Source: an optimization exercise on an open RTL-to-GDS flow (aim: small area and a short achievable clock period). Production flows keep margins and buffers that such runs may drop. RTL that was checked went through simulation tests only; none was proved equivalent to the original. Function not checked in run 4: the RTL went through the layout flow alone. Power is estimated from default activity; no workload was simulated.

==> flow/design.v <==
package coreriscv_axi4_tl_pkg;
  localparam int HDR_W = 2;
  localparam int ADDR_BLOCK_W = 26;
  localparam int XACT_ID_W = 1;
  localparam int ADDR_BEAT_W = 3;
  localparam int BUILTIN_W = 1;
  localparam int A_TYPE_W = 3;
  localparam int UNION_W = 12;
  localparam int DATA_W = 64;
  localparam logic [A_TYPE_W-1:0] ACQ_PUT_BLOCK = 3'h3;
  localparam int BEATS_PER_BLOCK = 8;
  localparam int BEAT_W = 2 * HDR_W + ADDR_BLOCK_W + XACT_ID_W + ADDR_BEAT_W
                        + BUILTIN_W + A_TYPE_W + UNION_W + DATA_W;
endpackage
module coreriscv_axi4_acquire_fifo_ram #(
  parameter int DEPTH = 15,
  parameter int W = coreriscv_axi4_tl_pkg::BEAT_W
) (
  input  logic clk,
  input  logic [DEPTH-1:0] we_i,
  input  logic [W-1:0] wdata_i,
  input  logic [DEPTH-1:0] rsel_i,
  output logic [W-1:0] rdata_o
);
  logic [W-1:0] mem [DEPTH];
  for (genvar i = 0; i < DEPTH; i++) begin : g_row
    always_ff @(posedge clk) if (we_i[i]) mem[i] <= wdata_i;
  end
  always_comb begin
    rdata_o = '0;
    for (int i = 0; i < DEPTH; i++)
      rdata_o = rdata_o | (mem[i] & {W{rsel_i[i]}});
  end
endmodule
module coreriscv_axi4_acquire_saf_queue
#(
  parameter int DEPTH = 16,
  parameter int CNT_W = $clog2(DEPTH) + 1
) (
  input  logic clk,
  input  logic reset,
  output logic io_in_ready,
  input  logic io_in_valid,
  input  logic [1:0] io_in_bits_header_src,
  input  logic [1:0] io_in_bits_header_dst,
  input  logic [25:0] io_in_bits_payload_addr_block,
  input  logic [0:0] io_in_bits_payload_client_xact_id,
  input  logic [2:0] io_in_bits_payload_addr_beat,
  input  logic [0:0] io_in_bits_payload_is_builtin_type,
  input  logic [2:0] io_in_bits_payload_a_type,
  input  logic [11:0] io_in_bits_payload_union,
  input  logic [63:0] io_in_bits_payload_data,
  input  logic io_out_ready,
  output logic io_out_valid,
  output logic [1:0] io_out_bits_header_src,
  output logic [1:0] io_out_bits_header_dst,
  output logic [25:0] io_out_bits_payload_addr_block,
  output logic [0:0] io_out_bits_payload_client_xact_id,
  output logic [2:0] io_out_bits_payload_addr_beat,
  output logic [0:0] io_out_bits_payload_is_builtin_type,
  output logic [2:0] io_out_bits_payload_a_type,
  output logic [11:0] io_out_bits_payload_union,
  output logic [63:0] io_out_bits_payload_data,
  output logic [CNT_W-1:0] io_count,
  output logic [CNT_W-1:0] io_msgs
);
  localparam int RING = DEPTH - 1;
  localparam int W = coreriscv_axi4_tl_pkg::BEAT_W;
  localparam logic [2:0] LAST_BEAT = 3'(coreriscv_axi4_tl_pkg::BEATS_PER_BLOCK - 1);
  if (DEPTH < 8 || (DEPTH & (DEPTH - 1)) != 0) begin : g_bad_depth
    $error("DEPTH must be a power of 2 and at least 8");
  end
  logic [RING-1:0] wr_oh, wr_oh_d, rd_oh_q, rd_oh_d, we_q, we_d, ring_rsel;
  logic [CNT_W-1:0] count_q, count_d, msgs_q, msgs_d;
  logic [2:0] in_beat_q, in_beat_d, out_beat_q, out_beat_d;
  logic full_q, full_d, out_valid_q, out_valid_d;
  logic empty_q, empty_d, one_q, one_d;
  logic enq, deq, in_multi, out_multi, in_last, out_last, msg_in, msg_out;
  logic wr_adv, rd_adv, head_en, cnt_nz, msg_nz;
  logic [W-1:0] in_w, head_q, head_d, ring_w, take_w;
  logic [CNT_W-1:0] count_inc, count_dec, msgs_inc, msgs_dec;
  function automatic logic [CNT_W-1:0] incr(input logic [CNT_W-1:0] v);
    logic c;
    c = 1'b1;
    for (int i = 0; i < CNT_W; i++) begin
      incr[i] = v[i] ^ c;
      c = c & v[i];
    end
  endfunction
  function automatic logic [CNT_W-1:0] decr(input logic [CNT_W-1:0] v);
    logic b;
    b = 1'b1;
    for (int i = 0; i < CNT_W; i++) begin
      decr[i] = v[i] ^ b;
      b = b & !v[i];
    end
  endfunction
  assign in_w = {
    io_in_bits_header_src,
    io_in_bits_header_dst,
    io_in_bits_payload_addr_block,
    io_in_bits_payload_client_xact_id,
    io_in_bits_payload_addr_beat,
    io_in_bits_payload_is_builtin_type,
    io_in_bits_payload_a_type,
    io_in_bits_payload_union,
    io_in_bits_payload_data
  };
  always_comb begin
    enq = io_in_valid && !full_q;
    deq = io_out_ready && out_valid_q;
    in_multi = in_w[79] && in_w[78:76] == coreriscv_axi4_tl_pkg::ACQ_PUT_BLOCK;
    out_multi = head_q[79] && head_q[78:76] == coreriscv_axi4_tl_pkg::ACQ_PUT_BLOCK;
    in_last = !in_multi || in_beat_q == LAST_BEAT;
    out_last = !out_multi || out_beat_q == LAST_BEAT;
    msg_in = enq && in_last;
    msg_out = deq && out_last;
    ring_rsel = rd_oh_q & {RING{!one_q && !empty_q}};
    wr_adv = enq && !empty_q && !(deq && one_q);
    rd_adv = deq && !one_q;
    wr_oh = full_q ? rd_oh_q : we_q;
    wr_oh_d = wr_adv ? {wr_oh[RING-2:0], wr_oh[RING-1]} : wr_oh;
    rd_oh_d = rd_adv ? {rd_oh_q[RING-2:0], rd_oh_q[RING-1]} : rd_oh_q;
    count_inc = incr(count_q);
    count_dec = decr(count_q);
    msgs_inc = incr(msgs_q);
    msgs_dec = decr(msgs_q);
    take_w = ring_w | (in_w & {W{one_q || empty_q}});
    head_en = deq || empty_q;
    head_d = (take_w & {W{io_out_ready && head_en}})
           | (in_w & {W{!io_out_ready && empty_q}})
           | (head_q & {W{!head_en}});
    in_beat_d = enq && in_multi ? (in_last ? 3'd0 : in_beat_q + 3'd1) : in_beat_q;
    out_beat_d = deq && out_multi ? (out_last ? 3'd0 : out_beat_q + 3'd1) : out_beat_q;
    case ({enq, deq})
      2'b10: begin
        count_d = count_inc;
        full_d = count_q == CNT_W'(DEPTH - 1);
        cnt_nz = 1'b1;
        empty_d = 1'b0;
        one_d = empty_q;
      end
      2'b01: begin
        count_d = count_dec;
        full_d = 1'b0;
        cnt_nz = !one_q;
        empty_d = one_q;
        one_d = count_q == CNT_W'(2);
      end
      default: begin
        count_d = count_q;
        full_d = full_q;
        cnt_nz = !empty_q;
        empty_d = empty_q;
        one_d = one_q;
      end
    endcase
    case ({msg_in, msg_out})
      2'b10: begin
        msgs_d = msgs_inc;
        msg_nz = 1'b1;
      end
      2'b01: begin
        msgs_d = msgs_dec;
        msg_nz = msgs_q != CNT_W'(1);
      end
      default: begin
        msgs_d = msgs_q;
        msg_nz = msgs_q != '0;
      end
    endcase
    out_valid_d = cnt_nz && msg_nz;
    we_d = wr_oh_d & {RING{!full_d}};
  end
  always_ff @(posedge clk or posedge reset) begin
    if (reset) begin
      rd_oh_q <= RING'(1);
      count_q <= '0;
      msgs_q <= '0;
      in_beat_q <= '0;
      out_beat_q <= '0;
      full_q <= 1'b0;
      we_q <= RING'(1);
      out_valid_q <= 1'b0;
      empty_q <= 1'b1;
      one_q <= 1'b0;
    end else begin
      rd_oh_q <= rd_oh_d;
      count_q <= count_d;
      msgs_q <= msgs_d;
      in_beat_q <= in_beat_d;
      out_beat_q <= out_beat_d;
      full_q <= full_d;
      we_q <= we_d;
      out_valid_q <= out_valid_d;
      empty_q <= empty_d;
      one_q <= one_d;
    end
  end
  always_ff @(posedge clk) head_q <= head_d;
  coreriscv_axi4_acquire_fifo_ram #(.DEPTH(RING)) u_ram (
    .clk(clk),
    .we_i(we_q),
    .wdata_i(in_w),
    .rsel_i(ring_rsel),
    .rdata_o(ring_w)
  );
  assign io_in_ready = !full_q;
  assign io_out_valid = out_valid_q;
  assign io_out_bits_header_src = head_q[113:112];
  assign io_out_bits_header_dst = head_q[111:110];
  assign io_out_bits_payload_addr_block = head_q[109:84];
  assign io_out_bits_payload_client_xact_id = head_q[83];
  assign io_out_bits_payload_addr_beat = head_q[82:80];
  assign io_out_bits_payload_is_builtin_type = head_q[79];
  assign io_out_bits_payload_a_type = head_q[78:76];
  assign io_out_bits_payload_union = head_q[75:64];
  assign io_out_bits_payload_data = head_q[63:0];
  assign io_count = count_q;
  assign io_msgs = msgs_q;
endmodule
==> flow/run.sh <==
#!/bin/bash
# synth_recipe.tcl (not shown) runs the flow's synth.tcl, then flattens the netlist and writes it again
# the make line also repeats each setting of config.mk as NAME=value (left out here)
make -C /OpenROAD-flow-scripts/flow DESIGN_CONFIG=/design/flow/config.mk WORK_HOME=/design/flow/orfs CLKGATE_MAP_FILE= SYNTH_SCRIPT=/design/flow/synth_recipe.tcl finish
==> flow/config.mk <==
export PLATFORM = sky130hd
export DESIGN_NAME = coreriscv_axi4_acquire_saf_queue
export DESIGN_NICKNAME = coreriscv_axi4_acquire_saf_queue
export VERILOG_FILES = /design/flow/design.v
export SDC_FILE = /design/flow/constraint.sdc
export NUM_CORES = 4
export LEC_CHECK = 0
export CAP_MARGIN = 20
export CORE_MARGIN = 2
export CORE_UTILIZATION = 60
export CTS_CLUSTER_DIAMETER = 250
export CTS_CLUSTER_SIZE = 25
export PLACE_DENSITY = 0.8
export SETUP_SLACK_MARGIN = 2.8
export SLEW_MARGIN = 20
==> flow/constraint.sdc <==
create_clock -name core_clock -period 5.0 [get_ports {clk}]
set_input_delay 1.0000 -clock core_clock [delete_from_list [all_inputs] [get_ports {clk}]]
set_output_delay 1.0000 -clock core_clock [all_outputs]
set_load 0.01 [all_outputs]
==> impl_results.md, run 1 <==
- Count of boundary I/O pins: 244
- Site row count: about 120
- Final Max Tran Viols: 0
- DRC Markers: 0
- Effective utilization at floorplan: 60.6%
- Placement Cell Area: 0.0725 mm²
- Number of nets still failing antenna checks after routing: 0
- Number of sinks driven by the clock tree: 1,874
- Required time of the critical path: 4000 ps
- Top cell type by total area after synthesis: sky130_fd_sc_hd__edfxtp_1
- Distinct cell type count of the synthesized netlist: 47
- Syn nets: 4,128
- Core occupancy in the finished layout: 67.6%
- Worst Hold Slack: 506 ps
- Synth-to-Final Area Change: 11.5%
- DR WL/cell: 33.3 µm
- Cell Area, Synth: 0.0684 mm²
- Run status: finished clean
- Top cell types by occurrence after synthesis: 1,710 x sky130_fd_sc_hd__edfxtp_1, 912 x sky130_fd_sc_hd__a22oi_1, 239 x sky130_fd_sc_hd__nand2_1
- Die Footprint: 0.117 mm²
- Clock Path Buffers: 3
- DRC violation total after the first TritonRoute iteration: 7,102
- Clock H-tree levels: 3
- Setup WS pre-CTS: 1210 ps
- Sequential area share after synthesis: between 80% and 90%
- Worst clock skew: 30.2 ps
- Critical Path Fanout Max: 2
- Timing-limited maximum frequency: 434 MHz
- Vias in the first global route: 40,700
- Worst VDD drop: 0.495 mV
- Share of layout cells above drive strength 1: 12.7%
- DRT Pass-1 Iters: 8
- Post-layout net count: 4,315
- Slew of the pin with the lowest slew margin: 1090 ps
- Synth Instances: 4,002
- Worst hold path cell count: 2
- Kind of end point of the critical path: output port
- Input/output buffers: 243
- Number of antenna violations at the first check in global routing: 27
- Detailed placer's ending HPWL: between 80,000 and 90,000 µm
- Portion of the clock cycle consumed by the worst path in the final layout: 46.1%
- Design Area, Final: roughly 0.076 mm²
- Register bit count reported by yosys: 1,874
- Average cell area after synthesis: 17.1 µm²
- Clock transition time at the flip-flop clock pins of the worst setup and hold paths: 100 ps
- Top-count cell post-synth: sky130_fd_sc_hd__edfxtp_1
- Number of hold buffers added after cts: 0
- Fraction of registers with async set or reset after synthesis: roughly 2.7%
- Total Negative Setup Slacks: 0 ps
- Worst Slack Setup Final: 2700 ps
- CTS Root Buffer Type: sky130_fd_sc_hd__clkbuf_16
- Count of vias placed by the detailed router: about 42,000
- Total routing resource utilization after global routing: between 30 and 40%
- Setup CP Type: register to output port
- Largest cells by area after synthesis: sky130_fd_sc_hd__edfxtp_1 75%, sky130_fd_sc_hd__a22oi_1 10%, sky130_fd_sc_hd__dfxtp_1 3.3%, sky130_fd_sc_hd__o211ai_1 2.5%, sky130_fd_sc_hd__dfrtp_1 1.7%
- Last weighted congestion value of the routability-driven placer: 0.763
- CTS Buf Count: 84
- Top cell type's share of synthesized area: 75.1%
- Register Area: 0.0553 mm²
- Final wirelength: 192,000 µm
- Slew headroom: 27.3%
- Number of fill cells in the layout: 6,985
- Y dimension of the die: 342 µm
- Time the final worst path needs with I/O delays and setup: 2300 ps
- TritonCTS clock tree: built
- Setup slack of the worst register-to-register path: 2790 ps
- Pin count of the biggest net entering global routing: about 120
- Data arrival at the endpoint of the critical path: roughly 1300 ps
- Setup-violating endpoint count in the final report: 0
- Placeable Area: 0.113 mm²
- Leakage power figure: 0.0247 µW
- Per-cell via count in the routed design: 7.23
- CP Launch Type: register
- Min-Delay Path Class: register to register
- Number of hold violations in the final report: 0
- Max-cap violation count: 0
- Total power density per cell area: 538 mW/mm²
- Most used flip-flop cell after synthesis: sky130_fd_sc_hd__edfxtp_1
- Remaining Overflow, GRT: 0
- Wire length of the first global-routing pass: 272,000 µm
- Width of the die: ~340 µm
- Number of flops mapped to enable cells by yosys: 1,710
- Reg2reg path depth: 1
- Total number of yosys warnings: 3
- RSZ-0062 raised after global routing: true
- Multi-input gate area: 0.0125 mm²
- Later-pin clock latency in the skew report: 710 ps
[final cells by class]
class,count,share of cell area (%)
antenna,10,0.0328
clock buffer,149,3.13
clock inverter,5,0.0672
inverter,10,0.0574
multi-input combinational,1854,16.4
sequential,1874,72.4
tap,1500,2.46
timing repair buffer,364,5.40
timing repair inverter,1,0.00492
[power by group]
part / internal, µW / switching [µW] / leakage [µW]
sequential: 23100 / 2950 / 0.0179
combinational: 2120 / 4990 / 0.00559
clock: 3290 / 4580 / 0.00116
total: 28500 / 12500 / 0.0247
[what timing repair did]
item / CTS / global route
gates resized for setup: 793 / 38
setup endpoints to repair: 333 / 157
setup buffers: 55 / 10
pin swaps: 3 / 0
gates cloned: 6 / 0
[metal layers]
| layer | vias to the layer above | track usage (%) | routed length (µm) |
|---|---|---|---|
| met1 | 20700 | 42.6 | 64800 |
| met3 | 595 | 7.17 | 26400 |
| met2 | 3486 | 51.9 | 91400 |
| li1 | 16900 | - | - |
| met4 | 30 | 14.2 | 9070 |
| met5 | - | 0 | 184 |
[cells by family after synthesis]
family	count (synthesis)	synth area share, %
buffers and inverters	276	1.62
and+or+nand+nor	628	4.41
muxes	33	0.587
xor gates and xnor gates	11	0.141
adders and majority gates	8	0.146
AOI/OAI and AO/OA	1172	12.9
DFF	1874	80.2
[cell usage in the layout, fill, tap and decap left out, drive strengths merged, types with 4 or more instances in the layout]
cell,instances
mux2i,12
edfxtp,1710
mux2,17
nor3,115
nand4,114
clkdlybuf4s50,112
nand3b,5
nand3,116
dfxtp,114
o21ai,6
xor2,5
nand2,241
diode,10
clkbuf,149
inv,13
dfrtp,47
mux4,4
buf,249
a211oi,12
ha,8
a21oi,5
a22oi,912
xnor2,6
nor2b,6
nor2,22
o211ai,228
[state kept, by name, summed over array words and instances (netlist names)]
name         cells
in_beat_q        3
one_q            1
out_valid_q      1
out_beat_q       3
we_q            15
head_q         114
rd_oh_q         15
empty_q          1
u_ram.mem     1710
full_q           1
msgs_q           5
count_q          5
[worst max-delay path, cell delays in order (launching register included)]
cell and delay [ps]:
sky130_fd_sc_hd__dfrtp_2 440, sky130_fd_sc_hd__clkinv_4 60, sky130_fd_sc_hd__buf_6 90
[through the flow]
step | cells | power (µW)
final | 5767 | 41000
after global routing | 5765 | 42100
after CTS | 5746 | 40700
after detailed placement | 5531 | 32500
after global placement | 5531 | 32100
after floorplan | 4002 | 28100
[worst paths after layout]
check,start,endpoint
min,head_q[9],head_q[9]
max,full_q,io_in_ready
min in group asynchronous,reset,msgs_q[3]
min reg2reg,head_q[9],head_q[9]
max in group asynchronous,reset,rd_oh_q[7]
max reg2reg,we_q[11],u_ram.mem[11][8]
==> inputs of run 2 (changes only) <==
--- a/flow/config.mk
+++ b/flow/config.mk
@@ -10,6 +10,5 @@
 export CORE_UTILIZATION = 60
 export CTS_CLUSTER_DIAMETER = 250
 export CTS_CLUSTER_SIZE = 25
-export PLACE_DENSITY = 0.8
 export SETUP_SLACK_MARGIN = 2.8
 export SLEW_MARGIN = 20
==> impl_results.md, run 2 <==
- Wire length of the first global-routing pass: 275,000 µm (+0.81%)
- Total number of yosys warnings: 3 (unchanged)
- Clock transition time at the flip-flop clock pins of the worst setup and hold paths: 100 ps (about the same)
- DR WL/cell: 34.4 µm (+3.5%)
- Final wirelength: 198,000 µm (+3.2%)
- Synth Instances: 4,002 (unchanged)
- Pin count of the biggest net entering global routing: 118 (unchanged)
- Number of flops mapped to enable cells by yosys: 1,710 (unchanged)
- Count of vias placed by the detailed router: 40,600 (-2.5%)
- Top-count cell post-synth: sky130_fd_sc_hd__edfxtp_1
- Total routing resource utilization after global routing: 32.8% (+0.57 points)
- Most common library cell in the layout ignoring fill and taps: sky130_fd_sc_hd__edfxtp_1
- Placement Cell Area: 0.0726 mm² (about the same)
- Post-layout net count: 4,309 (-0.14%)
- Main combinational cell family by area after synthesis: compound AO/OA/AOI/OAI gates
- Remaining Overflow, GRT: 0 (unchanged)
- Required time of the critical path: 4000 ps (about the same)
- Share of the synthesized netlist area taken by xor and xnor gates: 0.141% (unchanged)
- Die Footprint: 0.117 mm² (unchanged)
- Simple-gate share of the synthesized area: 4.41% (unchanged)
- Min-Delay Path Class: register to register
- Total power density per cell area: 539 mW/mm² (+0.24%)
- Design Area, Final: 0.0762 mm² (-0.17%)
- Top delay family on crit path: flip-flops
- Worst Hold Slack: 503 ps (-3.70 ps)
- Count of boundary I/O pins: 244 (unchanged)
- Width of the die: 342 µm (unchanged)
- Setup CP Type: register to output port
- Clock Path Buffers: 3 (unchanged)
- Number of fill cells in the layout: 7,573 (+8.4%)
- Time the final worst path needs with I/O delays and setup: 2310 ps (+3.90 ps)
- Register bit count reported by yosys: 1,874 (unchanged)
- Largest cells by area after synthesis: sky130_fd_sc_hd__edfxtp_1 75%, sky130_fd_sc_hd__a22oi_1 10%, sky130_fd_sc_hd__dfxtp_1 3.3%, sky130_fd_sc_hd__o211ai_1 2.5%, sky130_fd_sc_hd__dfrtp_1 1.7%
- RSZ-0062 raised after global routing: true
- Number of antenna violations at the first check in global routing: 15 (-44%)
- Fraction of registers with async set or reset after synthesis: 2.67% (unchanged)
- Fraction of synthesized area in multiplexers: 0.587% (unchanged)
- Distinct cell type count of the synthesized netlist: 47 (unchanged)
- Cell Area, Synth: 0.0684 mm² (unchanged)
- Number of sinks driven by the clock tree: 1,874 (unchanged)
- Sequential area share after synthesis: 80.2% (unchanged)
- Complex-gate fraction of the synthesized area: 12.9% (unchanged)
- Number of hold violations in the final report: 0 (unchanged)
- Max-cap violation count: 0 (unchanged)
- CTS Buf Count: 84 (unchanged)
- DRC Markers: 0 (unchanged)
- Timing-limited maximum frequency: 433 MHz (-0.17%)
- Average cell area after synthesis: 17.1 µm² (unchanged)
- CP max-delay cell: sky130_fd_sc_hd__dfrtp_2
- Effective utilization at floorplan: 60.6% (unchanged)
- DRC violation total after the first TritonRoute iteration: 5,864 (-17%)
- Placeable Area: 0.113 mm² (unchanged)
- Number of hold buffers added after cts: 0 (unchanged)
- Worst clock skew: 18.4 ps (-11.8 ps)
- Portion of the clock cycle consumed by the worst path in the final layout: 46.2% (+0.078 points)
- Input/output buffers: 243 (unchanged)
- Setup-violating endpoint count in the final report: 0 (unchanged)
- Worst VDD drop: 0.530 mV (+7.0%)
- Synth-to-Final Area Change: 11.3%
- Worst-path cell chain: inv_8, buf_6
- Tot Pwr: 41,000 µW (about the same)
- Data arrival at the endpoint of the critical path: 1310 ps (about the same)
- CP Launch Type: register
- Largest stage delay on the critical path: 460 ps (+20 ps)
- Max FFs per register: 1,710 (unchanged)
- Slew of the pin with the lowest slew margin: 1220 ps (+126 ps)
- Highest-count cells in the layout ignoring fill and taps: 1,710 x sky130_fd_sc_hd__edfxtp_1, 912 x sky130_fd_sc_hd__a22oi_1, 237 x sky130_fd_sc_hd__nand2_1
- Most used flip-flop cell after synthesis: sky130_fd_sc_hd__edfxtp_1
- Leakage power figure: 0.0246 µW (-0.24%)
- Adder-cell share of the synthesized area: 0.146% (unchanged)
- Top cell type by total area after synthesis: sky130_fd_sc_hd__edfxtp_1
- Count of buffer and inverter cells on the critical path: 2 (unchanged)
- Top reg by flops: u_ram.mem
- Kind of end point of the critical path: output port
- Syn nets: 4,128 (unchanged)
- Total Negative Setup Slacks: 0 ps (unchanged)
- Critical Path Fanout Max: 2 (unchanged)
- Vias in the first global route: 38,800 (-4.8%)
- Run status: finished clean
- Later-pin clock latency in the skew report: 700 ps (about the same)
- Share of layout cells above drive strength 1: 12.4% (-0.24 points)
- TritonCTS clock tree: built
- DRT Pass-1 Iters: 6 (-2)
- Largest registers in the final layout: u_ram.mem x1710, head_q x114
- Slew headroom: 18.9% (-8.4 points)
- Top cell type's share of synthesized area: 75.1% (unchanged)
- Detailed placer's ending HPWL: 81,500 µm (-2.9%)
- Per-cell via count in the routed design: 7.07 (-2.2%)
- Final Max Tran Viols: 0 (unchanged)
- CTS Root Buffer Type: sky130_fd_sc_hd__clkbuf_16
- Last weighted congestion value of the routability-driven placer: 0.745 (-2.3%)
- Y dimension of the die: 342 µm (unchanged)
- Site row count: 123 (unchanged)
- Top cell types by occurrence after synthesis: 1,710 x sky130_fd_sc_hd__edfxtp_1, 912 x sky130_fd_sc_hd__a22oi_1, 239 x sky130_fd_sc_hd__nand2_1
- Clock H-tree levels: 3 (unchanged)
- Number of nets still failing antenna checks after routing: 0 (unchanged)
-- run 2: worst paths after layout --
kind	to	cells after the start	from	slack (ps)
worst max-delay path	io_in_ready	2	full_q	2690
worst min-delay path	head_q[46]	2	head_q[46]	500
worst max register to register	u_ram.mem[5][49]	1	we_q[5]	2820
worst min register to register	head_q[46]	2	head_q[46]	500
max in group asynchronous	rd_oh_q[1]	3	reset	3540
min in group asynchronous	msgs_q[4]	2	reset	630
-- run 2: logic make-up after synthesis --
group,Yosys count
adders and majority gates,8
and+or+nand+nor,628
AOI/OAI and AO/OA,1172
DFF,1874
xor gates and xnor gates,11
buffers and inverters,276
muxes,33
-- run 2: through the flow --
stage | utilization (%) | worst slack [ps] | instances
2_1_floorplan | - | 2620 | 4002
3_3_place_gp | 64.3 | 1170 | 5526
3_5_place_dp | 64.3 | 1160 | 5526
4_1_cts | 67.3 | 2660 | 5728
5_1_grt | 67.5 | 2650 | 5748
6_report | 67.5 | 2690 | 5751
-- run 2: final cells by class --
cell class | count | area (µm²) | area share, %
Antenna cell | 7 | 17.5 | 0.0230
Inverter | 10 | 45.0 | 0.0591
Timing Repair Buffer | 358 | 4060 | 5.33
Clock inverter | 1 | 8.76 | 0.0115
Timing Repair inverter | 1 | 3.75 | 0.00493
Tap cell | 1500 | 1880 | 2.46
Clock buffer | 146 | 2400 | 3.15
Multi-Input combinational cell | 1854 | 12500 | 16.4
Sequential cell | 1874 | 55200 | 72.5
-- run 2: what timing repair did --
item / CTS / global route
setup buffers: 50 / 14
gates cloned: 5 / 2
endpoints found under the setup margin: 378 / 161
pin swaps: 4 / 1
gates resized for setup: 780 / 18
endpoints found under the hold margin: 0 / 0
-- run 2: report_power, final --
part	total [µW]	switching (µW)	internal [µW]
logic	7360	5270	2090
clock network	7910	4600	3300
registers	25800	2720	23000
total	41000	12600	28400
-- run 2: routing by layer --
layer | global-route usage, % | part of all wire, % | vias to the layer above
met1 | 46.2 | 38 | 21100
met3 | 4.97 | 10 | 302
li1 | - | - | 16800
met5 | 0 | 0.059 | -
met2 | 54.1 | 49 | 2350
met4 | 9.19 | 2.5 | 18
==> inputs of run 3 (changes only) <==
==> flow/flow/run.sh (new file) <==
#!/bin/bash
# The standard layout (the standard.sh), with ports buffered by buf_2 cells instead
# of ORFS's default choice (a delay cell). Each step's full output is in orfs/logs/;
# make's own output is in standard.log.
set -euo pipefail
cat >> config.mk <<'EOC'
export BUFFER_PORTS_ARGS = -buffer_cell sky130_fd_sc_hd__buf_2
EOC
bash standard.sh > standard.log 2>&1
==> flow/standard.sh (new file) <==
#!/bin/bash
# synth_recipe.tcl (not shown) runs the flow's synth.tcl, then flattens the netlist and writes it again
# the make line also repeats each setting of config.mk as NAME=value (left out here)
make -C /OpenROAD-flow-scripts/flow DESIGN_CONFIG=/design/flow/config.mk WORK_HOME=/design/flow/orfs CLKGATE_MAP_FILE= SYNTH_SCRIPT=/design/flow/synth_recipe.tcl "${@:-finish}"
--- a/flow/config.mk
+++ b/flow/config.mk
@@ -12,3 +12,4 @@
 export CTS_CLUSTER_SIZE = 25
 export SETUP_SLACK_MARGIN = 2.8
 export SLEW_MARGIN = 20
+export BUFFER_PORTS_ARGS = -buffer_cell sky130_fd_sc_hd__buf_2
removed: flow/run.sh
==> impl_results.md, run 3 <==
- Count of buffer and inverter cells on the critical path: 2 (unchanged)
- Total Negative Setup Slacks: 0 ps (unchanged)
- Fraction of registers with async set or reset after synthesis: 2.67% (unchanged)
- CTS Root Buffer Type: sky130_fd_sc_hd__clkbuf_16
- Worst clock skew: 29.6 ps (+11.2 ps)
- Sequential power share: 61.8% (-1.0 points)
- Top cell type by total area after synthesis: sky130_fd_sc_hd__edfxtp_1
- Detailed placer's ending HPWL: 86,200 µm (+5.8%)
- Total number of yosys warnings: 3 (unchanged)
- DRC Markers: 0 (unchanged)
- Timing-limited maximum frequency: 432 MHz (-0.31%)
- Highest-count cells in the layout ignoring fill and taps: 1,710 x sky130_fd_sc_hd__edfxtp_1, 912 x sky130_fd_sc_hd__a22oi_1, 237 x sky130_fd_sc_hd__nand2_1
- CP max-delay cell: sky130_fd_sc_hd__dfrtp_2
- Y dimension of the die: 342 µm (unchanged)
- Number of placed instances with taps included: 5,532 (+0.11%)
- Remaining Overflow, GRT: 0 (unchanged)
- Wire length of the first global-routing pass: 285,000 µm (+3.7%)
- Clock transition time at the flip-flop clock pins of the worst setup and hold paths: 100 ps (about the same)
- Number of flops mapped to enable cells by yosys: 1,710 (unchanged)
- RSZ-0062 raised after global routing: true
- Register bit count reported by yosys: 1,874 (unchanged)
- Syn nets: 4,128 (unchanged)
- CP Launch Type: register
- Top delay family on crit path: flip-flops
- Run status: finished clean
- Top cell type's share of synthesized area: 75.1% (unchanged)
- Setup CP Type: register to output port
- Slew headroom: 34.7% (+16 points)
- Slew of the pin with the lowest slew margin: 979 ps (-237 ps)
- Post-layout net count: 4,313 (+0.093%)
- Critical Path Fanout Max: 2 (unchanged)
- TritonCTS clock tree: built
- Final wirelength: 204,000 µm (+3.1%)
- Most used flip-flop cell after synthesis: sky130_fd_sc_hd__edfxtp_1
- Clock H-tree levels: 3 (unchanged)
- Average cell area after synthesis: 17.1 µm² (unchanged)
- Later-pin clock latency in the skew report: 710 ps (about the same)
- Synth Instances: 4,002 (unchanged)
- Input/output buffers: 243 (unchanged)
- Worst VDD drop: 0.477 mV (-10%)
- Worst-path cell chain: inv_8, buf_6
- Cell Area, Synth: 0.0684 mm² (unchanged)
- Top reg by flops: u_ram.mem
- Placeable Area: 0.113 mm² (unchanged)
- Max-cap violation count: 0 (unchanged)
- Post-Layout Cell Count: 5,770 (+0.33%)
- Share of layout cells above drive strength 1: 15.2% (+2.8 points)
- Final Max Tran Viols: 0 (unchanged)
- Number of hold violations in the final report: 0 (unchanged)
- Width of the die: 342 µm (unchanged)
- Part of the power in the clock network: 19.2% (about the same)
- DRC violation total after the first TritonRoute iteration: 5,348 (-8.8%)
- Number of nets still failing antenna checks after routing: 0 (unchanged)
- Pin count of the biggest net entering global routing: 115 (-2.5%)
- Synth-to-Final Area Change: 10.8%
- Most common library cell in the layout ignoring fill and taps: sky130_fd_sc_hd__edfxtp_1
- Max FFs per register: 1,710 (unchanged)
- Clock Path Buffers: 3 (unchanged)
- Required time of the critical path: 4000 ps (about the same)
- Total power density per cell area: 544 mW/mm² (+1.0%)
- Vias in the first global route: 40,300 (+4.1%)
- Number of sinks driven by the clock tree: 1,874 (unchanged)
- Top-count cell post-synth: sky130_fd_sc_hd__edfxtp_1
- Total internal power: 28,500 µW (+0.24%)
- Leakage power figure: 0.0247 µW (+0.30%)
- Data arrival at the endpoint of the critical path: 1320 ps (about the same)
- DRT Pass-1 Iters: 6 (unchanged)
- DR WL/cell: 35.3 µm (+2.7%)
- Kind of end point of the critical path: output port
- Time the final worst path needs with I/O delays and setup: 2320 ps (+7.20 ps)
- Net switching fraction of the power: 30.9% (+0.22 points)
- Largest stage delay on the critical path: 460 ps (about the same)
- Min-Delay Path Class: primary input to asynchronous set/reset pin
- Setup-violating endpoint count in the final report: 0 (unchanged)
- Power spent charging and discharging nets: 12,800 µW (+1.3%)
- Top cell types by occurrence after synthesis: 1,710 x sky130_fd_sc_hd__edfxtp_1, 912 x sky130_fd_sc_hd__a22oi_1, 239 x sky130_fd_sc_hd__nand2_1
- Last weighted congestion value of the routability-driven placer: 0.785 (+5.3%)
- Die Footprint: 0.117 mm² (unchanged)
- Count of boundary I/O pins: 244 (unchanged)
- Count of vias placed by the detailed router: 41,000 (+0.98%)
- Number of antenna violations at the first check in global routing: 29 (+14)
- Total routing resource utilization after global routing: 34.3% (+1.5 points)
- Largest cells by area after synthesis: sky130_fd_sc_hd__edfxtp_1 75%, sky130_fd_sc_hd__a22oi_1 10%, sky130_fd_sc_hd__dfxtp_1 3.3%, sky130_fd_sc_hd__o211ai_1 2.5%, sky130_fd_sc_hd__dfrtp_1 1.7%
- Largest registers in the final layout: u_ram.mem x1710, head_q x114
- CTS Buf Count: 84 (unchanged)
- Site row count: 123 (unchanged)
- Portion of the clock cycle consumed by the worst path in the final layout: 46.3% (+0.14 points)
- Per-cell via count in the routed design: 7.11 (+0.64%)
- Sequential area share after synthesis: 80.2% (unchanged)
- Distinct cell type count of the synthesized netlist: 47 (unchanged)
- Effective utilization at floorplan: 60.6% (unchanged)
- Part of the total power dissipated in combinational logic: 18.9% (+1.0 points)
==> run 3: cell counts after synthesis <==
No cell type changed its count.
==> run 3: logic make-up (layout without fill, tap and decap cells) <==
family / count (synthesis) / count (layout) / synth area share [%]
DFF: 1874 / 1874 / 80.2
AOI/OAI and AO/OA: 1172 / 1172 / 12.9
and+or+nand+nor: 628 / 631 / 4.41
buffers and inverters: 276 / 527 / 1.62
muxes: 33 / 33 / 0.587
xor gates and xnor gates: 11 / 11 / 0.141
adders and majority gates: 8 / 8 / 0.146
other: 0 / 14 / 0
==> run 3: path summary, 6_finish.rpt <==
kind,from,to,slack [ps],cells past startpoint
max in group asynchronous,reset,rd_oh_q[3],3960,3
max reg2reg,rd_oh_q[3],head_q[71],2800,5
max,full_q,io_in_ready,2680,2
min reg2reg,head_q[18],head_q[18],510,2
min in group core_clock,head_q[18],head_q[18],510,2
min,reset,count_q[0],460,3
==> run 3: power groups by stage <==
stage | logic (µW) | clock network (µW) | registers (µW)
final | 7820 | 7940 | 25500
after global routing | 8180 | 8570 | 25800
after CTS | 7480 | 8000 | 25600
after detailed placement | 6720 | 0 | 25800
after global placement | 6550 | 0 | 25500
after floorplan | 1860 | 0 | 26300
==> run 3: what timing repair did <==
action	4_1_cts	5_1_grt
resized for setup	293	18
hold buffers	0	0
hold endpoints to repair	0	0
pin swaps	4	1
buffers inserted	52	10
endpoints found under the setup margin	248	221
cloned	5	1
==> run 3: area by class of cell <==
cell class,instances,area (µm²)
Timing Repair Buffer,361,3620
Sequential cell,1874,55200
Timing Repair inverter,1,3.75
Antenna cell,14,35.0
Inverter,10,45.0
Clock buffer,149,2390
Tap cell,1500,1880
Multi-Input combinational cell,1855,12500
Clock inverter,6,68.8
Fill cell,7584,37000
==> run 3: tightest hold or removal path: stages <==
cell and delay (ps):
sky130_fd_sc_hd__buf_2 100, sky130_fd_sc_hd__inv_2 30, sky130_fd_sc_hd__buf_4 540
==> run 3: metrics by stage <==
step | utilization [%] | hold slack, ps | setup WS, ps | total power, µW | instance area [µm²]
detailed placement | 63.3 | 494 | 1650 | 32600 | 71400
CTS | 66.9 | 453 | 2650 | 41100 | 75500
finish | 67.2 | 458 | 2680 | 41300 | 75800
global route | 67.2 | 518 | 2650 | 42600 | 75800
floorplan | - | 469 | 2620 | 28100 | 68500
global placement | 63.3 | 486 | 1690 | 32100 | 71400
==> run 3: routing by layer <==
metal  wire [µm]  GRT usage [%]
met5         172              0
met1       77000           46.9
met2       98200           55.8
met3       21600           6.34
met4        6970           12.3
==> inputs of run 4 (changes only) <==
--- a/flow/design.v
+++ b/flow/design.v
@@ -73,7 +73,7 @@
   logic [RING-1:0] wr_oh, wr_oh_d, rd_oh_q, rd_oh_d, we_q, we_d, ring_rsel;
   logic [CNT_W-1:0] count_q, count_d, msgs_q, msgs_d;
   logic [2:0] in_beat_q, in_beat_d, out_beat_q, out_beat_d;
-  logic full_q, full_d, out_valid_q, out_valid_d;
+  logic full_q, full_d, in_ready_q, out_valid_q, out_valid_d, out_idle_q;
   logic empty_q, empty_d, one_q, one_d;
   logic enq, deq, in_multi, out_multi, in_last, out_last, msg_in, msg_out;
   logic wr_adv, rd_adv, head_en, cnt_nz, msg_nz;
@@ -108,7 +108,7 @@
   };
   always_comb begin
     enq = io_in_valid && !full_q;
-    deq = io_out_ready && out_valid_q;
+    deq = io_out_ready && !out_idle_q;
     in_multi = in_w[79] && in_w[78:76] == coreriscv_axi4_tl_pkg::ACQ_PUT_BLOCK;
     out_multi = head_q[79] && head_q[78:76] == coreriscv_axi4_tl_pkg::ACQ_PUT_BLOCK;
     in_last = !in_multi || in_beat_q == LAST_BEAT;
@@ -180,6 +180,8 @@
       in_beat_q <= '0;
       out_beat_q <= '0;
       full_q <= 1'b0;
+      in_ready_q <= 1'b1;
+      out_idle_q <= 1'b1;
       we_q <= RING'(1);
       out_valid_q <= 1'b0;
       empty_q <= 1'b1;
@@ -191,6 +193,8 @@
       in_beat_q <= in_beat_d;
       out_beat_q <= out_beat_d;
       full_q <= full_d;
+      in_ready_q <= !full_d;
+      out_idle_q <= !out_valid_d;
       we_q <= we_d;
       out_valid_q <= out_valid_d;
       empty_q <= empty_d;
@@ -205,7 +209,7 @@
     .rsel_i(ring_rsel),
     .rdata_o(ring_w)
   );
-  assign io_in_ready = !full_q;
+  assign io_in_ready = in_ready_q;
   assign io_out_valid = out_valid_q;
   assign io_out_bits_header_src = head_q[113:112];
   assign io_out_bits_header_dst = head_q[111:110];
==> flow/run.sh (new file) <==
#!/bin/bash
# synth_recipe.tcl (not shown) runs the flow's synth.tcl, then flattens the netlist and writes it again
# the make line also repeats each setting of config.mk as NAME=value (left out here)
make -C /OpenROAD-flow-scripts/flow DESIGN_CONFIG=/design/flow/config.mk WORK_HOME=/design/flow/orfs CLKGATE_MAP_FILE= SYNTH_SCRIPT=/design/flow/synth_recipe.tcl finish
--- a/flow/config.mk
+++ b/flow/config.mk
@@ -12,4 +12,3 @@
 export CTS_CLUSTER_SIZE = 25
 export SETUP_SLACK_MARGIN = 2.8
 export SLEW_MARGIN = 20
-export BUFFER_PORTS_ARGS = -buffer_cell sky130_fd_sc_hd__buf_2
removed: flow/flow/run.sh
removed: flow/standard.sh
==> impl_results.md, run 4 <==
- Run status: finished clean
- Last weighted congestion value of the routability-driven placer: 0.758 (-3.4%)
- Total power density per cell area: 561 mW/mm² (+3.1%)
- Worst-path cell chain: buf_6
- Synth-to-Final Area Change: 11.5%
- Setup-violating endpoint count in the final report: 0 (unchanged)
- DRT Pass-1 Iters: 6 (unchanged)
- Y dimension of the die: 342 µm (about the same)
- Worst VDD drop: 0.599 mV (+26%)
- Placeable Area: 0.113 mm² (unchanged)
- Time the final worst path needs with I/O delays and setup: 2390 ps (+75.2 ps)
- Site row count: 123 (unchanged)
- Synth Instances: 4,016 (+0.35%)
- Distinct cell type count of the synthesized netlist: 50 (+6.4%)
- Number of fill cells in the layout: 7,599 (+0.20%)
- Average cell area after synthesis: 17.0 µm² (-0.27%)
- Total Negative Setup Slacks: 0 ps (unchanged)
- DRC violation total after the first TritonRoute iteration: 5,633 (+5.3%)
- Kind of end point of the critical path: output port
- Post-layout net count: 4,315 (+0.046%)
- Count of vias placed by the detailed router: 40,500 (-1.2%)
- CTS Buf Count: 85 (+1.2%)
- Number of antenna violations at the first check in global routing: 18 (-38%)
- Clock transition time at the flip-flop clock pins of the worst setup and hold paths: 100 ps (about the same)
- Detailed placer's ending HPWL: 83,700 µm (-3.0%)
- Clock H-tree levels: 3 (unchanged)
- Min-Delay Path Class: register to register
- DR WL/cell: 34.7 µm (-1.8%)
- Critical Path Fanout Max: 1 (-1)
- Register bit count reported by yosys: 1,876 (+0.11%)
- Portion of the clock cycle consumed by the worst path in the final layout: 47.8% (+1.5 points)
- Fraction of registers with async set or reset after synthesis: 2.77% (+0.10 points)
- Data arrival at the endpoint of the critical path: 1390 ps (+70 ps)
- Max-cap violation count: 0 (unchanged)
- Later-pin clock latency in the skew report: 710 ps (about the same)
- Top cell type by total area after synthesis: sky130_fd_sc_hd__edfxtp_1
- DRC Markers: 0 (unchanged)
- Per-cell via count in the routed design: 7.04 (-0.97%)
- Number of nets still failing antenna checks after routing: 0 (unchanged)
- Sequential area share after synthesis: 80.2% (about the same)
- Total number of yosys warnings: 3 (unchanged)
- RSZ-0062 raised after global routing: true
- Most common library cell in the layout ignoring fill and taps: sky130_fd_sc_hd__edfxtp_1
- Number of hold violations in the final report: 0 (unchanged)
- Share of layout cells above drive strength 1: 12.3% (-2.9 points)
- CP Launch Type: register
- Slew headroom: 26.6% (-8.1 points)
- Worst clock skew: 33.0 ps (+3.34 ps)
- Number of sinks driven by the clock tree: 1,876 (+0.11%)
- Number of flops mapped to enable cells by yosys: 1,710 (unchanged)
- Leakage power figure: 0.0249 µW (+0.70%)
- Final Max Tran Viols: 0 (unchanged)
- Max FFs per register: 1,710 (unchanged)
- Largest registers in the final layout: u_ram.mem x1710, head_q x114
- Count of buffer and inverter cells on the critical path: 1 (-1)
- Most used flip-flop cell after synthesis: sky130_fd_sc_hd__edfxtp_1
- Timing-limited maximum frequency: 418 MHz (-3.1%)
- Die Footprint: 0.117 mm² (about the same)
- Width of the die: 342 µm (about the same)
- Highest-count cells in the layout ignoring fill and taps: 1,710 x sky130_fd_sc_hd__edfxtp_1, 912 x sky130_fd_sc_hd__a22oi_1, 235 x sky130_fd_sc_hd__nand2_1
- Largest stage delay on the critical path: 590 ps (+130 ps)
- Syn nets: 4,142 (+0.34%)
- Slew of the pin with the lowest slew margin: 1100 ps (+122 ps)
- Vias in the first global route: 38,900 (-3.4%)
- Top cell types by occurrence after synthesis: 1,710 x sky130_fd_sc_hd__edfxtp_1, 912 x sky130_fd_sc_hd__a22oi_1, 236 x sky130_fd_sc_hd__nand2_1
- Top cell type's share of synthesized area: 75.0% (about the same)
- Top delay family on crit path: flip-flops
- TritonCTS clock tree: built
- Count of boundary I/O pins: 244 (unchanged)
- Wire length of the first global-routing pass: 280,000 µm (-1.7%)
- Input/output buffers: 243 (unchanged)
- Top-count cell post-synth: sky130_fd_sc_hd__edfxtp_1
- Cell Area, Synth: 0.0685 mm² (about the same)
- Final wirelength: 200,000 µm (-2.0%)
- Total routing resource utilization after global routing: 33.9% (-0.38 points)
- Setup CP Type: register to output port
- Largest cells by area after synthesis: sky130_fd_sc_hd__edfxtp_1 75%, sky130_fd_sc_hd__a22oi_1 10%, sky130_fd_sc_hd__dfxtp_1 3.3%, sky130_fd_sc_hd__o211ai_1 2.5%, sky130_fd_sc_hd__dfrtp_1 1.7%
- Clock Path Buffers: 3 (unchanged)
- Pin count of the biggest net entering global routing: 89 (-23%)
- Remaining Overflow, GRT: 0 (unchanged)
- Top reg by flops: u_ram.mem
- CP max-delay cell: sky130_fd_sc_hd__dfstp_2
- CTS Root Buffer Type: sky130_fd_sc_hd__clkbuf_16
- Required time of the critical path: 4000 ps (about the same)
- Tot Pwr: 42,800 µW (+3.8%)
- Effective utilization at floorplan: 60.7% (about the same)
==> run 4: final timing paths <==
check	endpoint	cells past startpoint	slack, ps	from
hold / removal	in_beat_q[0]	1	500	in_beat_q[0]
setup reg to reg	u_ram.mem[2][24]	1	2800	we_q[2]
setup / recovery	io_in_ready	1	2610	in_ready_q
hold reg to reg	in_beat_q[0]	1	500	in_beat_q[0]
min in group asynchronous	count_q[4]	3	910	reset
max in group asynchronous	rd_oh_q[2]	3	3540	reset
==> run 4: kinds of logic after synthesis <==
logic type / synth area share, %
AND/OR/NAND/NOR: 4.42
multiplexers: 0.521
flip-flops: 80.2
buffers and inverters: 1.63
AO/OA/AOI/OAI: 12.9
XOR/XNOR: 0.141
adder cells (fa/ha/maj): 0.146
==> run 4: routing by layer <==
layer | GRT usage (%) | vias to the layer above | wire length (µm)
met4 | 9.93 | 20 | 6030
met2 | 53.6 | 2370 | 95000
met5 | 0 | - | 124
met3 | 7.26 | 355 | 22000
met1 | 48.1 | 20900 | 76700
li1 | - | 16900 | -
==> run 4: layout make-up <==
| type | count | area [µm²] | area share (%) |
|---|---|---|---|
| multi-input cells | 1860 | 12600 | 16.5 |
| inverters | 12 | 48.8 | 0.0639 |
| clock inverters | 2 | 46.3 | 0.0606 |
| flip-flops and latches | 1876 | 55300 | 72.4 |
| clock buffers | 144 | 2370 | 3.10 |
| repair buffers | 354 | 4130 | 5.40 |
| well taps | 1500 | 1880 | 2.46 |
| diodes | 8 | 20.0 | 0.0262 |
==> run 4: stage by stage <==
stage / cells / utilization, % / setup slack [ps] / hold slack (ps) / cell area, µm²
final: 5756 / 67.7 / 2610 / 503 / 76300
after global routing: 5754 / 67.7 / 2580 / 507 / 76300
after CTS: 5741 / 67.5 / 2570 / 501 / 76100
after detailed placement: 5546 / 64.5 / 1130 / 487 / 72700
after global placement: 5546 / 64.5 / 1210 / 481 / 72700
after floorplan: 4016 / - / 2630 / 457 / 68600
==> run 4: power breakdown <==
| group | switching (µW) | internal, µW |
|---|---|---|
| registers | 3350 | 23700 |
| logic | 5420 | 2460 |
| clock network | 4650 | 3280 |
| total | 13400 | 29400 |
==> run 4: repair_timing <==
action / 4_1_cts / 5_1_grt
setup endpoints to repair: 276 / 177
buffers inserted: 46 / 6
gates cloned: 3 / 1
pin swaps: 3 / 5
hold buffers: 0 / 0
resized for setup: 791 / 40
==> inputs of run 5 (changes only) <==
--- a/flow/design.v
+++ b/flow/design.v
@@ -73,11 +73,11 @@
   logic [RING-1:0] wr_oh, wr_oh_d, rd_oh_q, rd_oh_d, we_q, we_d, ring_rsel;
   logic [CNT_W-1:0] count_q, count_d, msgs_q, msgs_d;
   logic [2:0] in_beat_q, in_beat_d, out_beat_q, out_beat_d;
-  logic full_q, full_d, in_ready_q, out_valid_q, out_valid_d, out_idle_q;
+  logic full_q, full_d, out_valid_q, out_valid_d;
   logic empty_q, empty_d, one_q, one_d;
   logic enq, deq, in_multi, out_multi, in_last, out_last, msg_in, msg_out;
-  logic wr_adv, rd_adv, head_en, cnt_nz, msg_nz;
-  logic [W-1:0] in_w, head_q, head_d, ring_w, take_w;
+  logic wr_adv, rd_adv, cnt_nz, msg_nz;
+  logic [W-1:0] in_w, head_q, head_d, ring_w;
   logic [CNT_W-1:0] count_inc, count_dec, msgs_inc, msgs_dec;
   function automatic logic [CNT_W-1:0] incr(input logic [CNT_W-1:0] v);
     logic c;
@@ -108,7 +108,7 @@
   };
   always_comb begin
     enq = io_in_valid && !full_q;
-    deq = io_out_ready && !out_idle_q;
+    deq = io_out_ready && out_valid_q;
     in_multi = in_w[79] && in_w[78:76] == coreriscv_axi4_tl_pkg::ACQ_PUT_BLOCK;
     out_multi = head_q[79] && head_q[78:76] == coreriscv_axi4_tl_pkg::ACQ_PUT_BLOCK;
     in_last = !in_multi || in_beat_q == LAST_BEAT;
@@ -125,11 +125,9 @@
     count_dec = decr(count_q);
     msgs_inc = incr(msgs_q);
     msgs_dec = decr(msgs_q);
-    take_w = ring_w | (in_w & {W{one_q || empty_q}});
-    head_en = deq || empty_q;
-    head_d = (take_w & {W{io_out_ready && head_en}})
-           | (in_w & {W{!io_out_ready && empty_q}})
-           | (head_q & {W{!head_en}});
+    head_d = (ring_w & {W{deq}})
+           | (in_w & {W{empty_q || (deq && one_q)}})
+           | (head_q & {W{!deq && !empty_q}});
     in_beat_d = enq && in_multi ? (in_last ? 3'd0 : in_beat_q + 3'd1) : in_beat_q;
     out_beat_d = deq && out_multi ? (out_last ? 3'd0 : out_beat_q + 3'd1) : out_beat_q;
     case ({enq, deq})
@@ -180,8 +178,6 @@
       in_beat_q <= '0;
       out_beat_q <= '0;
       full_q <= 1'b0;
-      in_ready_q <= 1'b1;
-      out_idle_q <= 1'b1;
       we_q <= RING'(1);
       out_valid_q <= 1'b0;
       empty_q <= 1'b1;
@@ -193,8 +189,6 @@
       in_beat_q <= in_beat_d;
       out_beat_q <= out_beat_d;
       full_q <= full_d;
-      in_ready_q <= !full_d;
-      out_idle_q <= !out_valid_d;
       we_q <= we_d;
       out_valid_q <= out_valid_d;
       empty_q <= empty_d;
@@ -209,7 +203,7 @@
     .rsel_i(ring_rsel),
     .rdata_o(ring_w)
   );
-  assign io_in_ready = in_ready_q;
+  assign io_in_ready = !full_q;
   assign io_out_valid = out_valid_q;
   assign io_out_bits_header_src = head_q[113:112];
   assign io_out_bits_header_dst = head_q[111:110];
==> impl_results.md, run 5 <==
- Worst clock skew: 30.6 ps (-2.40 ps)
- Total number of yosys warnings: 3 (unchanged)
- Portion of the clock cycle consumed by the worst path in the final layout: 47.3% (-0.52 points)
- Count of boundary I/O pins: 244 (unchanged)
- Register Area: 0.0552 mm² (-0.16%)
- Timing-limited maximum frequency: 423 MHz (+1.1%)
- Total routing resource utilization after global routing: 33.1% (-0.83 points)
- Y dimension of the die: 337 µm (-1.3%)
- Number of fill cells in the layout: 7,254 (-4.5%)
- Max FFs per register: 1,710 (unchanged)
- Reg2reg path depth: 1 (unchanged)
- Count of vias placed by the detailed router: 38,300 (-5.5%)
- Leakage power figure: 0.0250 µW (+0.31%)
- Effective utilization at floorplan: 60.4% (-0.33 points)
- Setup CP Type: register to output port
- Number of antenna violations at the first check in global routing: 20 (+2)
- Top cell type's share of synthesized area: 77.1% (+2.1 points)
- Worst Hold Slack: 479 ps (-24.2 ps)
- Top reg by flops: u_ram.mem
- Top-count cell post-synth: sky130_fd_sc_hd__edfxtp_1
- Number of flops mapped to enable cells by yosys: 1,710 (unchanged)
- Vias in the first global route: 37,400 (-4.0%)
- Beginning of the worst hold path: head_q[57]
- CTS Buf Count: 84 (-1.2%)
- Min-Delay Path Class: register to register
- Top cell type by total area after synthesis: sky130_fd_sc_hd__edfxtp_1
- Required time of the critical path: 4000 ps (about the same)
- DRT Pass-1 Iters: 8 (+2)
- Time the final worst path needs with I/O delays and setup: 2360 ps (-26.2 ps)
- Total power density per cell area: 526 mW/mm² (-6.2%)
- Detailed placer's ending HPWL: 82,700 µm (-1.2%)
- DRC violation total after the first TritonRoute iteration: 5,848 (+3.8%)
- Average cell area after synthesis: 18.3 µm² (+7.4%)
- Core occupancy in the finished layout: 67.3% (-0.39 points)
- Share of layout cells above drive strength 1: 13.9% (+1.6 points)
- Die Footprint: 0.114 mm² (-2.7%)
- CTS Root Buffer Type: sky130_fd_sc_hd__clkbuf_16
- CP Launch Type: register
- Fraction of registers with async set or reset after synthesis: 2.67% (-0.10 points)
- Cell Area, Synth: 0.0666 mm² (-2.7%)
- Register bit count reported by yosys: 1,874 (-0.11%)
- Kind of end point of the critical path: output port
- Placement Cell Area: 0.0708 mm² (-2.6%)
- TritonCTS clock tree: built
- Number of nets still failing antenna checks after routing: 0 (unchanged)
- Total Negative Setup Slacks: 0 ps (unchanged)
- Post-layout net count: 3,973 (-7.9%)
- Sequential area share after synthesis: 82.4% (+2.2 points)
- Top cell types by occurrence after synthesis: 1,710 x sky130_fd_sc_hd__edfxtp_1, 798 x sky130_fd_sc_hd__a22oi_1, 141 x sky130_fd_sc_hd__clkbuf_1
- RSZ-0062 raised after global routing: true
- Launch instance of the worst register-to-register path: we_q[0]
- Synth Instances: 3,639 (-9.4%)
- Slew of the pin with the lowest slew margin: 1060 ps (-45.0 ps)
- Pin count of the biggest net entering global routing: 116 (+30%)
- Setup-violating endpoint count in the final report: 0 (unchanged)
- Final wirelength: 191,000 µm (-4.2%)
- Largest registers in the final layout: u_ram.mem x1710, head_q x114
- Number of sinks driven by the clock tree: 1,874 (-0.11%)
- Multi-input gate area: 0.0107 mm² (-15%)
- DR WL/cell: 35.4 µm (+1.9%)
- Worst hold path cell count: 2 (+1)
- Syn nets: 3,765 (-9.1%)
- Width of the die: 337 µm (-1.3%)
- Last weighted congestion value of the routability-driven placer: 0.764 (+0.70%)
- Final Max Tran Viols: 0 (unchanged)
- Later-pin clock latency in the skew report: 720 ps (about the same)
- Input/output buffers: 243 (unchanged)
- Data arrival at the endpoint of the critical path: 1360 ps (-30 ps)
- Placeable Area: 0.110 mm² (-2.2%)
- Max-cap violation count: 0 (unchanged)
- Number of hold violations in the final report: 0 (unchanged)
- Critical Path Fanout Max: 2 (+1)
- Most used flip-flop cell after synthesis: sky130_fd_sc_hd__edfxtp_1
- Design Area, Final: 0.0743 mm² (-2.7%)
- Clock Path Buffers: 3 (unchanged)
- Distinct cell type count of the synthesized netlist: 48 (-4.0%)
- Clock H-tree levels: 3 (unchanged)
- Run status: finished clean
- DRC Markers: 0 (unchanged)
- Clock transition time at the flip-flop clock pins of the worst setup and hold paths: 100 ps (about the same)
- Synth-to-Final Area Change: 11.5% (about the same)
- Highest-count cells in the layout ignoring fill and taps: 1,710 x sky130_fd_sc_hd__edfxtp_1, 798 x sky130_fd_sc_hd__a22oi_1, 125 x sky130_fd_sc_hd__nor2_1
- Source of the critical timing path: full_q
- Per-cell via count in the routed design: 7.08 (+0.51%)
- Remaining Overflow, GRT: 0 (unchanged)
- Wire length of the first global-routing pass: 266,000 µm (-5.1%)
- Slew headroom: 29.6% (+3.0 points)
- Largest cells by area after synthesis: sky130_fd_sc_hd__edfxtp_1 77%, sky130_fd_sc_hd__a22oi_1 9.0%, sky130_fd_sc_hd__dfxtp_1 3.4%, sky130_fd_sc_hd__dfrtp_1 1.8%, sky130_fd_sc_hd__a222oi_1 1.7%
- Worst VDD drop: 0.428 mV (-29%)
- Site row count: 122 (-0.81%)
- Most common library cell in the layout ignoring fill and taps: sky130_fd_sc_hd__edfxtp_1
==> run 5: cells by family after synthesis <==
logic type / share of synthesized area [%]
buf+inv: 1.67
compound gates: 12.0
simple gates: 3.10
mux: 0.528
flops: 82.4
xor+xnor: 0.145
fa+ha+maj: 0.150
==> run 5: stage by stage <==
step / setup slack (ps) / instances / total power, µW
6_report: 2640 / 5414 / 39100
5_1_grt: 2610 / 5411 / 40300
4_1_cts: 2600 / 5391 / 39000
3_5_place_dp: 1550 / 5187 / 31100
3_3_place_gp: 1660 / 5187 / 30700
2_1_floorplan: 2660 / 3639 / 26700
==> run 5: path summary, 6_finish.rpt <==
| kind | to | slack [ps] |
|---|---|---|
| worst max register to register | u_ram.mem[0][22] | 2780 |
| worst min register to register | head_q[57] | 480 |
| min in group asynchronous | count_q[0] | 790 |
| max in group asynchronous | we_q[9] | 3600 |
| worst min-delay path | head_q[57] | 480 |
| worst max-delay path | io_in_ready | 2640 |
==> run 5: layout make-up <==
type,count,share of cell area [%]
sequential,1874,74.3
clock buffer,152,3.27
antenna,12,0.0404
timing repair buffer,364,5.33
tap,1488,2.51
multi-input combinational,1515,14.4
clock inverter,1,0.0118
inverter,8,0.0489
==> run 5: routing by layer <==
| metal | global-route usage [%] | vias up | part of all wire [%] |
|---|---|---|---|
| met4 | 9.33 | 20 | 2.6 |
| met1 | 46.4 | 20000 | 38 |
| li1 | - | 15600 | - |
| met5 | 0 | - | 0.060 |
| met2 | 54.4 | 2458 | 48 |
| met3 | 5.31 | 300 | 11 |
==> run 5: power breakdown <==
part | leakage, µW | internal [µW] | switching, µW | total [µW]
Combinational | 0.00484 | 1850 | 4410 | 6260
Sequential | 0.0190 | 22600 | 2360 | 25000
Clock | 0.00116 | 3320 | 4570 | 7890
Total | 0.0250 | 27800 | 11300 | 39100
==> run 5: timing repair <==
action / CTS / global route
setup buffers: 50 / 10
endpoints found under the setup margin: 264 / 104
resized for setup: 779 / 18
pin swaps: 2 / 3
hold buffers: 0 / 0
cloned: 1 / 1
==> run 5: critical path, stage by stage, from the launching register on <==
cell	delay [ps]
sky130_fd_sc_hd__dfrtp_4	510
sky130_fd_sc_hd__inv_2	70
sky130_fd_sc_hd__buf_6	90
==> inputs of run 6 (changes only) <==
--- a/flow/design.v
+++ b/flow/design.v
@@ -70,7 +70,7 @@
   if (DEPTH < 8 || (DEPTH & (DEPTH - 1)) != 0) begin : g_bad_depth
     $error("DEPTH must be a power of 2 and at least 8");
   end
-  logic [RING-1:0] wr_oh, wr_oh_d, rd_oh_q, rd_oh_d, we_q, we_d, ring_rsel;
+  logic [RING-1:0] wr_oh, wr_oh_d, rd_oh_q, rd_oh_d, we_q, we_d;
   logic [CNT_W-1:0] count_q, count_d, msgs_q, msgs_d;
   logic [2:0] in_beat_q, in_beat_d, out_beat_q, out_beat_d;
   logic full_q, full_d, out_valid_q, out_valid_d;
@@ -115,7 +115,6 @@
     out_last = !out_multi || out_beat_q == LAST_BEAT;
     msg_in = enq && in_last;
     msg_out = deq && out_last;
-    ring_rsel = rd_oh_q & {RING{!one_q && !empty_q}};
     wr_adv = enq && !empty_q && !(deq && one_q);
     rd_adv = deq && !one_q;
     wr_oh = full_q ? rd_oh_q : we_q;
@@ -125,7 +124,7 @@
     count_dec = decr(count_q);
     msgs_inc = incr(msgs_q);
     msgs_dec = decr(msgs_q);
-    head_d = (ring_w & {W{deq}})
+    head_d = (ring_w & {W{deq && !one_q}})
            | (in_w & {W{empty_q || (deq && one_q)}})
            | (head_q & {W{!deq && !empty_q}});
     in_beat_d = enq && in_multi ? (in_last ? 3'd0 : in_beat_q + 3'd1) : in_beat_q;
@@ -200,7 +199,7 @@
     .clk(clk),
     .we_i(we_q),
     .wdata_i(in_w),
-    .rsel_i(ring_rsel),
+    .rsel_i(rd_oh_q),
     .rdata_o(ring_w)
   );
   assign io_in_ready = !full_q;
==> impl_results.md, run 6 <==
- Multi-input gate area: 0.0107 mm² (-0.21%)
- Number of antenna violations at the first check in global routing: 17 (-15%)
- Top reg by flops: u_ram.mem
- Clock Path Buffers: 3 (unchanged)
- CP max-delay cell: sky130_fd_sc_hd__dfrtp_1
- Number of fill cells in the layout: 7,217 (-0.51%)
- Setup-violating endpoint count in the final report: 0 (unchanged)
- Clock transition time at the flip-flop clock pins of the worst setup and hold paths: 100 ps (about the same)
- Largest registers in the final layout: u_ram.mem x1710, head_q x114
- Reg2reg path depth: 6 (+5)
- Time the final worst path needs with I/O delays and setup: 2410 ps (+49.0 ps)
- Die Footprint: 0.114 mm² (about the same)
- Beginning of the worst hold path: head_q[30]
- Launch instance of the worst register-to-register path: full_q
- Worst clock skew: 22.9 ps (-7.68 ps)
- Data arrival at the endpoint of the critical path: 1410 ps (+50 ps)
- Count of buffer and inverter cells on the critical path: 2 (unchanged)
- Fraction of registers with async set or reset after synthesis: 2.67% (unchanged)
- Count of boundary I/O pins: 244 (unchanged)
- Number of flops mapped to enable cells by yosys: 1,710 (unchanged)
- Tot Pwr: 39,400 µW (+0.76%)
- Clock H-tree levels: 3 (unchanged)
- Average cell area after synthesis: 18.3 µm² (about the same)
- Final Max Tran Viols: 0 (unchanged)
- Syn nets: 3,764 (-0.027%)
- Last weighted congestion value of the routability-driven placer: 0.787 (+3.0%)
- Input/output buffers: 243 (unchanged)
- End point of the worst hold path: head_q[30]
- Register Area: 0.0552 mm² (about the same)
- CTS Root Buffer Type: sky130_fd_sc_hd__clkbuf_16
- Highest-count cells in the layout ignoring fill and taps: 1,710 x sky130_fd_sc_hd__edfxtp_1, 798 x sky130_fd_sc_hd__a22oi_1, 125 x sky130_fd_sc_hd__nor2_1
- Setup slack of the worst register-to-register path: 2700 ps (-80 ps)
- RSZ-0062 raised after global routing: true
- Top cell type by total area after synthesis: sky130_fd_sc_hd__edfxtp_1
- Setup WS pre-CTS: 1210 ps (-339 ps)
- Number of nets still failing antenna checks after routing: 0 (unchanged)
- Total Negative Setup Slacks: 0 ps (unchanged)
- Slew of the pin with the lowest slew margin: 1030 ps (-21.3 ps)
- Portion of the clock cycle consumed by the worst path in the final layout: 48.3% (+0.98 points)
- Synth Instances: 3,638 (-0.027%)
- Number of hold violations in the final report: 0 (unchanged)
- Remaining Overflow, GRT: 0 (unchanged)
- Placement Cell Area: 0.0708 mm² (about the same)
- DRC violation total after the first TritonRoute iteration: 6,136 (+4.9%)
- Pin count of the biggest net entering global routing: 105 (-9.5%)
- Design Area, Final: 0.0746 mm² (+0.42%)
- Sequential area share after synthesis: 82.5% (about the same)
- Top-count cell post-synth: sky130_fd_sc_hd__edfxtp_1
- Leakage power figure: 0.0251 µW (+0.48%)
- Placeable Area: 0.110 mm² (unchanged)
- Width of the die: 337 µm (about the same)
- Source of the critical timing path: full_q
- Worst Slack Setup Final: 2590 ps (-49.0 ps)
- Min-Delay Path Class: register to register
- Slew headroom: 31.0% (+1.4 points)
- Worst hold path cell count: 2 (unchanged)
- Final wirelength: 200,000 µm (+4.6%)
- Most common library cell in the layout ignoring fill and taps: sky130_fd_sc_hd__edfxtp_1
- Worst-path cell chain: inv_2, buf_6
- Top delay family on crit path: flip-flops
- Per-cell via count in the routed design: 7.15 (+0.94%)
- Worst R2R End: we_q[13]
- CTS Buf Count: 84 (unchanged)
- DRT Pass-1 Iters: 9 (+1)
- Most used flip-flop cell after synthesis: sky130_fd_sc_hd__edfxtp_1
- Post-layout net count: 3,984 (+0.28%)
- Number of sinks driven by the clock tree: 1,874 (unchanged)
- Largest stage delay on the critical path: 440 ps (-70 ps)
- Timing-limited maximum frequency: 414 MHz (-2.0%)
- Effective utilization at floorplan: 60.3% (about the same)
- Share of layout cells above drive strength 1: 13.8% (-0.097 points)
- Required time of the critical path: 4000 ps (about the same)
- Total power density per cell area: 528 mW/mm² (+0.33%)
- Synth-to-Final Area Change: 12.0%
- Cell Area, Synth: 0.0666 mm² (about the same)
- Max-cap violation count: 0 (unchanged)
- TritonCTS clock tree: built
- Worst VDD drop: 0.407 mV (-4.7%)
- Count of vias placed by the detailed router: 38,800 (+1.1%)
- Register bit count reported by yosys: 1,874 (unchanged)
- Site row count: 122 (unchanged)
- Setup CP Type: register to output port
- Max FFs per register: 1,710 (unchanged)
- DRC Markers: 0 (unchanged)
- Total routing resource utilization after global routing: 34.5% (+1.4 points)
- Top cell types by occurrence after synthesis: 1,710 x sky130_fd_sc_hd__edfxtp_1, 798 x sky130_fd_sc_hd__a22oi_1, 145 x sky130_fd_sc_hd__clkbuf_1
- Kind of end point of the critical path: output port
- Core occupancy in the finished layout: 67.6% (+0.28 points)
- Detailed placer's ending HPWL: 84,000 µm (+1.6%)
- Total number of yosys warnings: 3 (unchanged)
- Y dimension of the die: 337 µm (about the same)
- CP Launch Type: register
- Run status: finished clean
- Later-pin clock latency in the skew report: 710 ps (about the same)
- Wire length of the first global-routing pass: 274,000 µm (+3.1%)
- DR WL/cell: 36.9 µm (+4.4%)
- Vias in the first global route: 37,100 (-0.84%)
- Critical Path Fanout Max: 2 (unchanged)
- Largest cells by area after synthesis: sky130_fd_sc_hd__edfxtp_1 77%, sky130_fd_sc_hd__a22oi_1 9.0%, sky130_fd_sc_hd__dfxtp_1 3.4%, sky130_fd_sc_hd__dfrtp_1 1.8%, sky130_fd_sc_hd__a222oi_1 1.7%
- Distinct cell type count of the synthesized netlist: 47 (-2.1%)
- Top cell type's share of synthesized area: 77.2% (about the same)
==> run 6: cell families (layout without fill, tap and decap cells) <==
| logic type | after synthesis | after routing | share of synthesized area, % |
|---|---|---|---|
| AND/OR/NAND/NOR | 400 | 403 | 3.09 |
| other | 0 | 9 | 0 |
| buffers and inverters | 252 | 538 | 1.67 |
| XOR/XNOR | 11 | 11 | 0.145 |
| adder cells (fa/ha/maj) | 8 | 8 | 0.150 |
| multiplexers | 33 | 33 | 0.528 |
| flip-flops | 1874 | 1874 | 82.5 |
| AO/OA/AOI/OAI | 1060 | 1060 | 12.0 |
==> run 6: per-layer routing <==
layer,GRT usage [%],share of wire [%],vias to the layer above
met5,0,0.065,-
li1,-,-,15600
met1,49.2,37,20100
met3,6.59,12,336
met2,55.4,48,2696
met4,9.27,2.5,20
==> run 6: power by group <==
part / switching [µW] / internal, µW / total [µW]
Combinational: 4410 / 1940 / 6350
Clock: 4590 / 3320 / 7910
Sequential: 2540 / 22600 / 25100
==> run 6: worst max-delay path by stage <==
stage | to | cells after the start
after CTS | io_in_ready | 2
after floorplan | we_q[10] | 1
after global routing | io_in_ready | 2
after global placement | msgs_q[4] | 8
after detailed placement | msgs_q[2] | 7
final | io_in_ready | 2
==> run 6: final cells by class <==
cell class / count / share of cell area, %
sequential: 1874 / 74.1
multi-input combinational: 1515 / 14.4
timing repair buffer: 375 / 5.73
clock buffer: 154 / 3.26
tap: 1488 / 2.50
inverter: 8 / 0.0520
antenna: 9 / 0.0302
clock inverter: 1 / 0.0117
==> run 6: tightest hold or removal path, delay by kind of cell, from the launching register on <==
kind,cells,cell delay [ps]
AOI/OAI and AO/OA,2,110
DFF,1,340
==> run 6: timing repair <==
action | CTS | global route
setup buffers | 53 | 15
gates cloned | 5 | 0
resized for setup | 791 | 19
pin swaps | 5 | 0
setup endpoints to repair | 329 | 166
hold buffers | 0 | 0
==> run 6: per-stage QoR <==
stage	std cells	hold slack [ps]
after floorplan	3638	469
after global placement	5186	462
after detailed placement	5187	468
after CTS	5400	460
after global routing	5420	469
final	5424	477

-- afterwards: timing with drivers on the ports --
How much do the figures lean on ideal ports? The routed layouts below were timed once more, with nothing changed but the port constraints. Step 1 sets driving cells, clkbuf_16 on the clock port and buf_2 on the other inputs (assumed; they add their load-dependent delay and slew). Step 2 also shifts input and output timing later by t, the mid clock arrival at the registers, as if the neighbouring blocks saw the same clock. Three values: ideal ports, drivers, drivers and shift; two values: the first two.
| run | t, ns | setup slack, ns | clock arrival spread, ns | slew at the worst register clock pin (ns) | cell pins on the clock port's net |
|---|---|---|---|---|---|
| run 1 | 0.768 | 2.695 / 2.625 / 2.094 | 0.032 / 0.032 | 0.11 / 0.11 | 1 |
| run 2 | 0.772 | 2.691 / 2.611 / 2.141 | 0.027 / 0.027 | 0.10 / 0.10 | 1 |
| run 3 | 0.774 | 2.684 / 2.610 / 2.126 | 0.033 / 0.032 | 0.10 / 0.10 | 1 |
| run 4 | 0.767 | 2.609 / 2.532 / 2.149 | 0.036 / 0.036 | 0.10 / 0.10 | 1 |
| run 5 | 0.774 | 2.635 / 2.563 / 2.127 | 0.037 / 0.037 | 0.10 / 0.10 | 1 |
| run 6 | 0.780 | 2.586 / 2.508 / 2.011 | 0.029 / 0.029 | 0.10 / 0.10 | 1 |
After both steps setup and hold are still met in every run listed. For run 1, which loses most, drivers alone change the setup slack by -0.070 ns; drivers and shift together by -0.601 ns.
